Context: an optimization exercise on an open-source flow, tuned for small area and a short achievable clock period. The choices shown serve that exercise and are no tape-out recipe. Only simulation tests tie the RTL to the original design; equivalence was not proved. Power is estimated from default activity; no workload was simulated.

==> trial 36 <==
// alu_issue_queue
module alu_issue_queue #(
  parameter int unsigned DEPTH = 8,
  parameter int unsigned TAG_W = 6
) (
  input  logic               clk,
  input  logic               reset,
  input  logic               en,
  input  logic               inValid,
  output logic               inReady,
  input  logic [5:0]         inFunc,
  input  logic [4:0]         inC0,
  input  logic [TAG_W-1:0]   inDestTag,
  input  logic [1:0]         inSrcReady,
  input  logic [2*TAG_W-1:0] inSrcTag,
  input  logic [63:0]        inSrcData,
  input  logic               resValid,
  input  logic [TAG_W-1:0]   resTag,
  input  logic [31:0]        resData,
  input  logic               allow,
  input  logic               flush,
  output logic               issueValid,
  output logic [5:0]         funcSelect,
  output logic [31:0]        dataIn0,
  output logic [31:0]        dataIn1,
  output logic [4:0]         c0,
  output logic [TAG_W-1:0]   issueTag
);
==> module alu_issue_queue, before the edit <==
module alu_issue_queue #(
  parameter int unsigned DEPTH = 8,
  parameter int unsigned TAG_W = 6
) (
  input  logic               clk,
  input  logic               reset,
  input  logic               en,
  input  logic               inValid,
  output logic               inReady,
  input  logic [5:0]         inFunc,
  input  logic [4:0]         inC0,
  input  logic [TAG_W-1:0]   inDestTag,
  input  logic [1:0]         inSrcReady,
  input  logic [2*TAG_W-1:0] inSrcTag,
  input  logic [63:0]        inSrcData,
  input  logic               resValid,
  input  logic [TAG_W-1:0]   resTag,
  input  logic [31:0]        resData,
  input  logic               allow,
  input  logic               flush,
  output logic               issueValid,
  output logic [5:0]         funcSelect,
  output logic [31:0]        dataIn0,
  output logic [31:0]        dataIn1,
  output logic [4:0]         c0,
  output logic [TAG_W-1:0]   issueTag
);
  localparam int unsigned N = DEPTH;
  logic [N-1:0]            vld_q;
  logic [N-1:0][1:0]       rdy_q;
  logic [N-1:0][1:0][31:0] dat_q;
  logic [N-1:0][5:0]       fn_q;
  logic [N-1:0][4:0]       k_q;
  logic [N-1:0][TAG_W-1:0] dt_q;
  logic [N-1:0][N-1:0]     older_q;    
  logic                    iv_q;
  logic [5:0]              is_fn_q;
  logic [4:0]              is_k_q;
  logic [TAG_W-1:0]        is_dt_q;
  logic [1:0][31:0]        is_dat_q;
  logic [N-1:0] elig, sel;
  logic         sel_found;
  always_comb begin
    for (int i = 0; i < N; i++) elig[i] = vld_q[i] & rdy_q[i][0] & rdy_q[i][1];
    for (int i = 0; i < N; i++) begin
      logic blocked;
      blocked = 1'b0;
      for (int j = 0; j < N; j++) begin
        if (j < i) blocked = blocked | (elig[j] &  older_q[j][i]);
        if (j > i) blocked = blocked | (elig[j] & ~older_q[i][j]);
      end
      sel[i] = elig[i] & ~blocked;
    end
  end
  assign sel_found = |elig;
  logic [N-1:0] free_1h, ins_w;
  always_comb begin
    logic taken;
    taken = 1'b0;
    for (int i = 0; i < N; i++) begin
      free_1h[i] = ~vld_q[i] & ~taken;
      taken      = taken | ~vld_q[i];
    end
  end
  assign inReady = ~&vld_q;
  assign ins_w   = free_1h & {N{en & inValid}};
  logic [1:0]       new_rdy;
  logic [1:0][31:0] new_dat;
  for (genvar s = 0; s < 2; s++) begin : g_new
    logic hit_in;
    alu_iq_entry_wakeup #(.TAG_W(TAG_W)) u_wk_in (
      .ready_cur (inSrcReady[s]),
      .tag_cur   (inSrcTag[s*TAG_W +: TAG_W]),
      .res_valid (resValid),
      .res_tag   (resTag),
      .hit       (hit_in)
    );
    assign new_rdy[s] = inSrcReady[s] | hit_in;
    always_comb begin
      new_dat[s] = inSrcReady[s] ? inSrcData[s*32 +: 32] : resData;
      if (!new_rdy[s]) new_dat[s][TAG_W-1:0] = inSrcTag[s*TAG_W +: TAG_W];
    end
  end
  logic take;       
  assign take = en & allow;
  for (genvar i = 0; i < N; i++) begin : g_slot
    for (genvar s = 0; s < 2; s++) begin : g_src
      logic hit, wk;
      alu_iq_entry_wakeup #(.TAG_W(TAG_W)) u_wk (
        .ready_cur (rdy_q[i][s]),
        .tag_cur   (dat_q[i][s][TAG_W-1:0]),
        .res_valid (resValid),
        .res_tag   (resTag),
        .hit       (hit)
      );
      assign wk = en & vld_q[i] & hit;
      always_ff @(posedge clk) begin
        if (ins_w[i]) begin
          rdy_q[i][s] <= new_rdy[s];
          dat_q[i][s] <= new_dat[s];
        end else if (wk) begin
          rdy_q[i][s] <= 1'b1;
          dat_q[i][s] <= resData;
        end
      end
    end
    always_ff @(posedge clk) begin
      if (ins_w[i]) begin
        fn_q[i] <= inFunc;
        k_q[i]  <= inC0;
        dt_q[i] <= inDestTag;
      end
    end
    always_ff @(posedge clk) begin
      if (reset) vld_q[i] <= 1'b0;
      else if (en) begin
        if (flush) vld_q[i] <= 1'b0;
        else       vld_q[i] <= (vld_q[i] & ~(allow & sel[i])) | (inValid & free_1h[i]);
      end
    end
    for (genvar j = i + 1; j < N; j++) begin : g_age
      always_ff @(posedge clk) begin
        if (ins_w[j])      older_q[i][j] <= 1'b1;
        else if (ins_w[i]) older_q[i][j] <= 1'b0;
      end
    end
  end
  logic [5:0]       mx_fn;
  logic [4:0]       mx_k;
  logic [TAG_W-1:0] mx_dt;
  logic [1:0][31:0] mx_dat;
  always_comb begin
    mx_fn  = '0;
    mx_k   = '0;
    mx_dt  = '0;
    mx_dat = '0;
    for (int i = 0; i < N; i++) begin
      mx_fn  = mx_fn  | (fn_q[i]  & {6{sel[i]}});
      mx_k   = mx_k   | (k_q[i]   & {5{sel[i]}});
      mx_dt  = mx_dt  | (dt_q[i]  & {TAG_W{sel[i]}});
      mx_dat = mx_dat | (dat_q[i] & {64{sel[i]}});
    end
  end
  always_ff @(posedge clk) begin
    if (reset)     iv_q <= 1'b0;
    else if (en)   iv_q <= ~flush & (allow ? sel_found : iv_q);
  end
  always_ff @(posedge clk) begin
    if (take) begin
      is_fn_q  <= mx_fn;
      is_k_q   <= mx_k;
      is_dt_q  <= mx_dt;
      is_dat_q <= mx_dat;
    end
  end
  assign issueValid = iv_q;
  assign funcSelect = is_fn_q;
  assign c0         = is_k_q;
  assign issueTag   = is_dt_q;
  assign dataIn0    = is_dat_q[0];
  assign dataIn1    = is_dat_q[1];
endmodule
==> flow/config.mk <==
export PLATFORM = sky130hd
export DESIGN_NAME = alu_issue_queue
export DESIGN_NICKNAME = alu_issue_queue
export VERILOG_FILES = /design/flow/design.v
export SDC_FILE = /design/flow/constraint.sdc
export NUM_CORES = 4
export LEC_CHECK = 0
export CAP_MARGIN = 20
export CORE_MARGIN = 2
export CORE_UTILIZATION = 40
export PLACE_DENSITY = 0.6
export SLEW_MARGIN = 20
==> flow/constraint.sdc <==
create_clock -name core_clock -period 5.0 [get_ports {clk}]
set_input_delay 1.0000 -clock core_clock [delete_from_list [all_inputs] [get_ports {clk}]]
set_output_delay 1.0000 -clock core_clock [all_outputs]
set_load 0.01 [all_outputs]
run.sh (not shown) runs the stock make flow with config.mk's settings and CLKGATE_MAP_FILE= SYNTH_SCRIPT=/design/flow/synth_recipe.tcl, a recipe that flattens the netlist after the stock synthesis.
==> build 39: changes against trial 36 <==
--- a/flow/design.v
+++ b/flow/design.v
@@ -126,10 +126,8 @@
       assign wk = en & vld_q[i] & hit;
+      logic hold;
+      assign hold = ~(ins_w[i] | wk);
       always_ff @(posedge clk) begin
-        if (ins_w[i]) begin
-          rdy_q[i][s] <= new_rdy[s];
-          dat_q[i][s] <= new_dat[s];
-        end else if (wk) begin
-          rdy_q[i][s] <= 1'b1;
-          dat_q[i][s] <= resData;
-        end
+        rdy_q[i][s] <= (ins_w[i] & new_rdy[s]) | wk | (hold & rdy_q[i][s]);
+        dat_q[i][s] <= ({32{ins_w[i]}} & new_dat[s]) | ({32{wk}} & resData) |
+                       ({32{hold}} & dat_q[i][s]);
       end
@@ -167,6 +165,6 @@
     for (int i = 0; i < N; i++) begin
-      mx_fn  = mx_fn  | (fn_q[i]  & {6{sel[i]}});
-      mx_k   = mx_k   | (k_q[i]   & {5{sel[i]}});
-      mx_dt  = mx_dt  | (dt_q[i]  & {TAG_W{sel[i]}});
-      mx_dat = mx_dat | (dat_q[i] & {64{sel[i]}});
+      mx_fn  = mx_fn  | (fn_q[i]  & {6{sel_t[i]}});
+      mx_k   = mx_k   | (k_q[i]   & {5{sel_t[i]}});
+      mx_dt  = mx_dt  | (dt_q[i]  & {TAG_W{sel_t[i]}});
+      mx_dat = mx_dat | (dat_q[i] & {64{sel_t[i]}});
     end
@@ -177,9 +175,9 @@
   end
+  logic [N-1:0] sel_t;
+  assign sel_t = sel & {N{take}};
   always_ff @(posedge clk) begin
-    if (take) begin
-      is_fn_q  <= mx_fn;
-      is_k_q   <= mx_k;
-      is_dt_q  <= mx_dt;
-      is_dat_q <= mx_dat;
-    end
+    is_fn_q  <= mx_fn  | (is_fn_q  & {6{~take}});
+    is_k_q   <= mx_k   | (is_k_q   & {5{~take}});
+    is_dt_q  <= mx_dt  | (is_dt_q  & {TAG_W{~take}});
+    is_dat_q <= mx_dat | (is_dat_q & {64{~take}});
   end
--- a/flow/config.mk
+++ b/flow/config.mk
@@ -11,2 +11,3 @@
 export PLACE_DENSITY = 0.6
+export SETUP_SLACK_MARGIN = 2.0
 export SLEW_MARGIN = 20
==> trial 34: changes against trial 36 <==
--- a/flow/design.v
+++ b/flow/design.v
@@ -30,2 +30,26 @@
 endmodule
+module alu_iq_aoi222 (
+  input  logic [2:0] s,
+  input  logic [2:0] d,
+  output logic       y_n
+);
+  assign y_n = ~|(s & d);
+endmodule
+module alu_iq_nand3 (
+  input  logic [2:0] a,
+  output logic       y
+);
+  assign y = ~&a;
+endmodule
+module alu_iq_sel9 (
+  input  logic [8:0] s,
+  input  logic [8:0] d,
+  output logic       y
+);
+  logic [2:0] t;
+  for (genvar g = 0; g < 3; g++) begin : g_aoi
+    alu_iq_aoi222 u_aoi (.s(s[3*g +: 3]), .d(d[3*g +: 3]), .y_n(t[g]));
+  end
+  alu_iq_nand3 u_nand (.a(t), .y(y));
+endmodule
 module alu_issue_queue #(
@@ -58,4 +82,4 @@
   localparam int unsigned N = DEPTH;
-  logic [N-1:0]            vld_q;
-  logic [N-1:0][1:0]       rdy_q;
+  logic [N-1:0]            vld_q, vld_d;
+  logic [N-1:0][1:0]       rdy_q, rdy_d;
   logic [N-1:0][1:0][31:0] dat_q;
@@ -64,3 +88,6 @@
   logic [N-1:0][TAG_W-1:0] dt_q;
-  logic [N-1:0][N-1:0]     older_q;    
+  logic [N-1:0][N-1:0]     older_q, older_d;    
+  logic [N-1:0]            sel_q, sel_d;
+  logic                    found_q, found_d;
+  logic                    full_q;
   logic                    iv_q;
@@ -70,17 +97,2 @@
   logic [1:0][31:0]        is_dat_q;
-  logic [N-1:0] elig, sel;
-  logic         sel_found;
-  always_comb begin
-    for (int i = 0; i < N; i++) elig[i] = vld_q[i] & rdy_q[i][0] & rdy_q[i][1];
-    for (int i = 0; i < N; i++) begin
-      logic blocked;
-      blocked = 1'b0;
-      for (int j = 0; j < N; j++) begin
-        if (j < i) blocked = blocked | (elig[j] &  older_q[j][i]);
-        if (j > i) blocked = blocked | (elig[j] & ~older_q[i][j]);
-      end
-      sel[i] = elig[i] & ~blocked;
-    end
-  end
-  assign sel_found = |elig;
   logic [N-1:0] free_1h, ins_w;
@@ -94,3 +106,3 @@
   end
-  assign inReady = ~&vld_q;
+  assign inReady = ~full_q;
   assign ins_w   = free_1h & {N{en & inValid}};
@@ -126,10 +138,9 @@
       assign wk = en & vld_q[i] & hit;
+      logic hold;
+      assign hold = ~(ins_w[i] | wk);
+      assign rdy_d[i][s] = (ins_w[i] & new_rdy[s]) | wk | (hold & rdy_q[i][s]);
       always_ff @(posedge clk) begin
-        if (ins_w[i]) begin
-          rdy_q[i][s] <= new_rdy[s];
-          dat_q[i][s] <= new_dat[s];
-        end else if (wk) begin
-          rdy_q[i][s] <= 1'b1;
-          dat_q[i][s] <= resData;
-        end
+        rdy_q[i][s] <= rdy_d[i][s];
+        dat_q[i][s] <= ({32{ins_w[i]}} & new_dat[s]) | ({32{wk}} & resData) |
+                       ({32{hold}} & dat_q[i][s]);
       end
@@ -143,31 +154,36 @@
     end
-    always_ff @(posedge clk) begin
-      if (reset) vld_q[i] <= 1'b0;
-      else if (en) begin
-        if (flush) vld_q[i] <= 1'b0;
-        else       vld_q[i] <= (vld_q[i] & ~(allow & sel[i])) | (inValid & free_1h[i]);
-      end
-    end
-    for (genvar j = i + 1; j < N; j++) begin : g_age
-      always_ff @(posedge clk) begin
-        if (ins_w[j])      older_q[i][j] <= 1'b1;
-        else if (ins_w[i]) older_q[i][j] <= 1'b0;
-      end
-    end
-  end
-  logic [5:0]       mx_fn;
-  logic [4:0]       mx_k;
-  logic [TAG_W-1:0] mx_dt;
-  logic [1:0][31:0] mx_dat;
+    always_comb begin
+      if (reset)     vld_d[i] = 1'b0;
+      else if (!en)  vld_d[i] = vld_q[i];
+      else if (flush) vld_d[i] = 1'b0;
+      else           vld_d[i] = (vld_q[i] & ~(allow & sel_q[i])) | (inValid & free_1h[i]);
+    end
+    for (genvar j = 0; j < N; j++) begin : g_age
+      if (j > i) begin : g_pair
+        assign older_d[i][j] = ins_w[j] | (~ins_w[i] & older_q[i][j]);
+        always_ff @(posedge clk) older_q[i][j] <= older_d[i][j];
+      end else begin : g_none
+        assign older_d[i][j] = 1'b0;
+      end
+    end
+  end
+  always_ff @(posedge clk) vld_q <= vld_d;
+  logic [N-1:0] elig_d;
   always_comb begin
-    mx_fn  = '0;
-    mx_k   = '0;
-    mx_dt  = '0;
-    mx_dat = '0;
+    for (int i = 0; i < N; i++) elig_d[i] = vld_d[i] & rdy_d[i][0] & rdy_d[i][1];
     for (int i = 0; i < N; i++) begin
-      mx_fn  = mx_fn  | (fn_q[i]  & {6{sel[i]}});
-      mx_k   = mx_k   | (k_q[i]   & {5{sel[i]}});
-      mx_dt  = mx_dt  | (dt_q[i]  & {TAG_W{sel[i]}});
-      mx_dat = mx_dat | (dat_q[i] & {64{sel[i]}});
-    end
+      logic blocked;
+      blocked = 1'b0;
+      for (int j = 0; j < N; j++) begin
+        if (j < i) blocked = blocked | (elig_d[j] &  older_d[j][i]);
+        if (j > i) blocked = blocked | (elig_d[j] & ~older_d[i][j]);
+      end
+      sel_d[i] = elig_d[i] & ~blocked;
+    end
+  end
+  assign found_d = |elig_d;
+  always_ff @(posedge clk) begin
+    sel_q   <= sel_d;
+    found_q <= found_d;
+    full_q  <= &vld_d;
   end
@@ -175,12 +191,24 @@
     if (reset)     iv_q <= 1'b0;
-    else if (en)   iv_q <= ~flush & (allow ? sel_found : iv_q);
+    else if (en)   iv_q <= ~flush & (allow ? found_q : iv_q);
+  end
+  logic [N-1:0] sel_t;
+  assign sel_t = sel_q & {N{take}};
+  localparam int unsigned IW = 6 + 5 + TAG_W + 64;
+  logic [N-1:0][IW-1:0] slot_w;
+  logic [IW-1:0]        is_q, is_d;
+  for (genvar i = 0; i < N; i++) begin : g_slot_w
+    assign slot_w[i] = {dat_q[i][1], dat_q[i][0], dt_q[i], k_q[i], fn_q[i]};
+  end
+  for (genvar b = 0; b < IW; b++) begin : g_is
+    logic [8:0] d9;
+    for (genvar i = 0; i < N; i++) begin : g_d
+      assign d9[i] = slot_w[i][b];
+    end
+    assign d9[8] = is_q[b];
+    alu_iq_sel9 u_sel (.s({~take, sel_t}), .d(d9), .y(is_d[b]));
   end
   always_ff @(posedge clk) begin
-    if (take) begin
-      is_fn_q  <= mx_fn;
-      is_k_q   <= mx_k;
-      is_dt_q  <= mx_dt;
-      is_dat_q <= mx_dat;
-    end
-  end
+    is_q <= is_d;
+  end
+  assign {is_dat_q[1], is_dat_q[0], is_dt_q, is_k_q, is_fn_q} = is_q;
   assign issueValid = iv_q;
--- a/flow/config.mk
+++ b/flow/config.mk
@@ -11,2 +11,5 @@
 export PLACE_DENSITY = 0.6
+export SETUP_SLACK_MARGIN = 2.8
 export SLEW_MARGIN = 20
+export SYNTH_HIERARCHICAL = 1
+export SYNTH_MINIMUM_KEEP_SIZE = 0
==> trial 24: changes against trial 36 <==
--- a/flow/design.v
+++ b/flow/design.v
@@ -30,2 +30,26 @@
 endmodule
+module alu_iq_aoi222 (
+  input  logic [2:0] s,
+  input  logic [2:0] d,
+  output logic       y_n
+);
+  assign y_n = ~|(s & d);
+endmodule
+module alu_iq_nand3 (
+  input  logic [2:0] a,
+  output logic       y
+);
+  assign y = ~&a;
+endmodule
+module alu_iq_sel9 (
+  input  logic [8:0] s,
+  input  logic [8:0] d,
+  output logic       y
+);
+  logic [2:0] t;
+  for (genvar g = 0; g < 3; g++) begin : g_aoi
+    alu_iq_aoi222 u_aoi (.s(s[3*g +: 3]), .d(d[3*g +: 3]), .y_n(t[g]));
+  end
+  alu_iq_nand3 u_nand (.a(t), .y(y));
+endmodule
 module alu_issue_queue #(
@@ -126,10 +150,8 @@
       assign wk = en & vld_q[i] & hit;
+      logic hold;
+      assign hold = ~(ins_w[i] | wk);
       always_ff @(posedge clk) begin
-        if (ins_w[i]) begin
-          rdy_q[i][s] <= new_rdy[s];
-          dat_q[i][s] <= new_dat[s];
-        end else if (wk) begin
-          rdy_q[i][s] <= 1'b1;
-          dat_q[i][s] <= resData;
-        end
+        rdy_q[i][s] <= (ins_w[i] & new_rdy[s]) | wk | (hold & rdy_q[i][s]);
+        dat_q[i][s] <= ({32{ins_w[i]}} & new_dat[s]) | ({32{wk}} & resData) |
+                       ({32{hold}} & dat_q[i][s]);
       end
@@ -157,17 +179,17 @@
   end
-  logic [5:0]       mx_fn;
-  logic [4:0]       mx_k;
-  logic [TAG_W-1:0] mx_dt;
-  logic [1:0][31:0] mx_dat;
-  always_comb begin
-    mx_fn  = '0;
-    mx_k   = '0;
-    mx_dt  = '0;
-    mx_dat = '0;
-    for (int i = 0; i < N; i++) begin
-      mx_fn  = mx_fn  | (fn_q[i]  & {6{sel[i]}});
-      mx_k   = mx_k   | (k_q[i]   & {5{sel[i]}});
-      mx_dt  = mx_dt  | (dt_q[i]  & {TAG_W{sel[i]}});
-      mx_dat = mx_dat | (dat_q[i] & {64{sel[i]}});
-    end
+  logic [N-1:0] sel_t;
+  assign sel_t = sel & {N{take}};
+  localparam int unsigned IW = 6 + 5 + TAG_W + 64;
+  logic [N-1:0][IW-1:0] slot_w;
+  logic [IW-1:0]        is_q, is_d;
+  for (genvar i = 0; i < N; i++) begin : g_slot_w
+    assign slot_w[i] = {dat_q[i][1], dat_q[i][0], dt_q[i], k_q[i], fn_q[i]};
+  end
+  for (genvar b = 0; b < IW; b++) begin : g_is
+    logic [8:0] d9;
+    for (genvar i = 0; i < N; i++) begin : g_d
+      assign d9[i] = slot_w[i][b];
+    end
+    assign d9[8] = is_q[b];
+    alu_iq_sel9 u_sel (.s({~take, sel_t}), .d(d9), .y(is_d[b]));
   end
@@ -178,9 +200,5 @@
   always_ff @(posedge clk) begin
-    if (take) begin
-      is_fn_q  <= mx_fn;
-      is_k_q   <= mx_k;
-      is_dt_q  <= mx_dt;
-      is_dat_q <= mx_dat;
-    end
-  end
+    is_q <= is_d;
+  end
+  assign {is_dat_q[1], is_dat_q[0], is_dt_q, is_k_q, is_fn_q} = is_q;
   assign issueValid = iv_q;
--- a/flow/config.mk
+++ b/flow/config.mk
@@ -11,2 +11,5 @@
 export PLACE_DENSITY = 0.6
+export SETUP_SLACK_MARGIN = 2.0
 export SLEW_MARGIN = 20
+export SYNTH_HIERARCHICAL = 1
+export SYNTH_MINIMUM_KEEP_SIZE = 0
==> summary.txt <==
- Core utilization, highest first: trial 34, trial 24, build 39, trial 36.
- Sequential share of layout area: trial 34 < build 39 < trial 24 < trial 36.
- Build 39 finished clean. Trial 36 produced a clean layout. Trial 24 completed without violations. Trial 34 went through all stages and came out clean.
- Die area, highest first: trial 36, build 39, trial 34, trial 24.
- Synthesized area: trial 24 < trial 34 < build 39 < trial 36.
- Between trial 34 and trial 24, the lower sequential power is in trial 24 (gap about 0.7%, measured against trial 24).

==> afterwards: timing with drivers on the ports <==
No port has a modelled driver above. Below, the same layouts with a new extraction and two added sets of constraints.
Step 1: set_driving_cell puts a clkbuf_16 on clk and a buf_2 on each other input, an assumption about the parent block.
Step 2 adds t to the input delays and takes it off the output delays; t is the mean of the earliest and latest rising clock arrival at the registers after step 1. Input paths then give back, and output paths get back, about the clock's delay inside the block.
a / b / c = ideal ports / drivers / drivers and shift; a / b = the first two.
| run | t, ns | setup WS [ns] | worst setup path at the end | clock arrival spread, ns |
|---|---|---|---|---|
| trial 36 | 0.722 | 1.073 / 1.073 / 0.910 | input to register | 0.025 / 0.025 |
| build 39 | 0.706 | 1.969 / 1.978 / 1.273 | input to register | 0.025 / 0.025 |
| trial 34 | 0.716 | 2.187 / 2.212 / 1.495 | input to register | 0.042 / 0.043 |
| trial 24 | 0.703 | 2.084 / 2.126 / 1.423 | input to register | 0.030 / 0.030 |
After both steps every run listed still meets setup and hold. For build 39, which loses most, drivers alone change the setup slack by +0.009 ns; drivers and shift together by -0.696 ns.
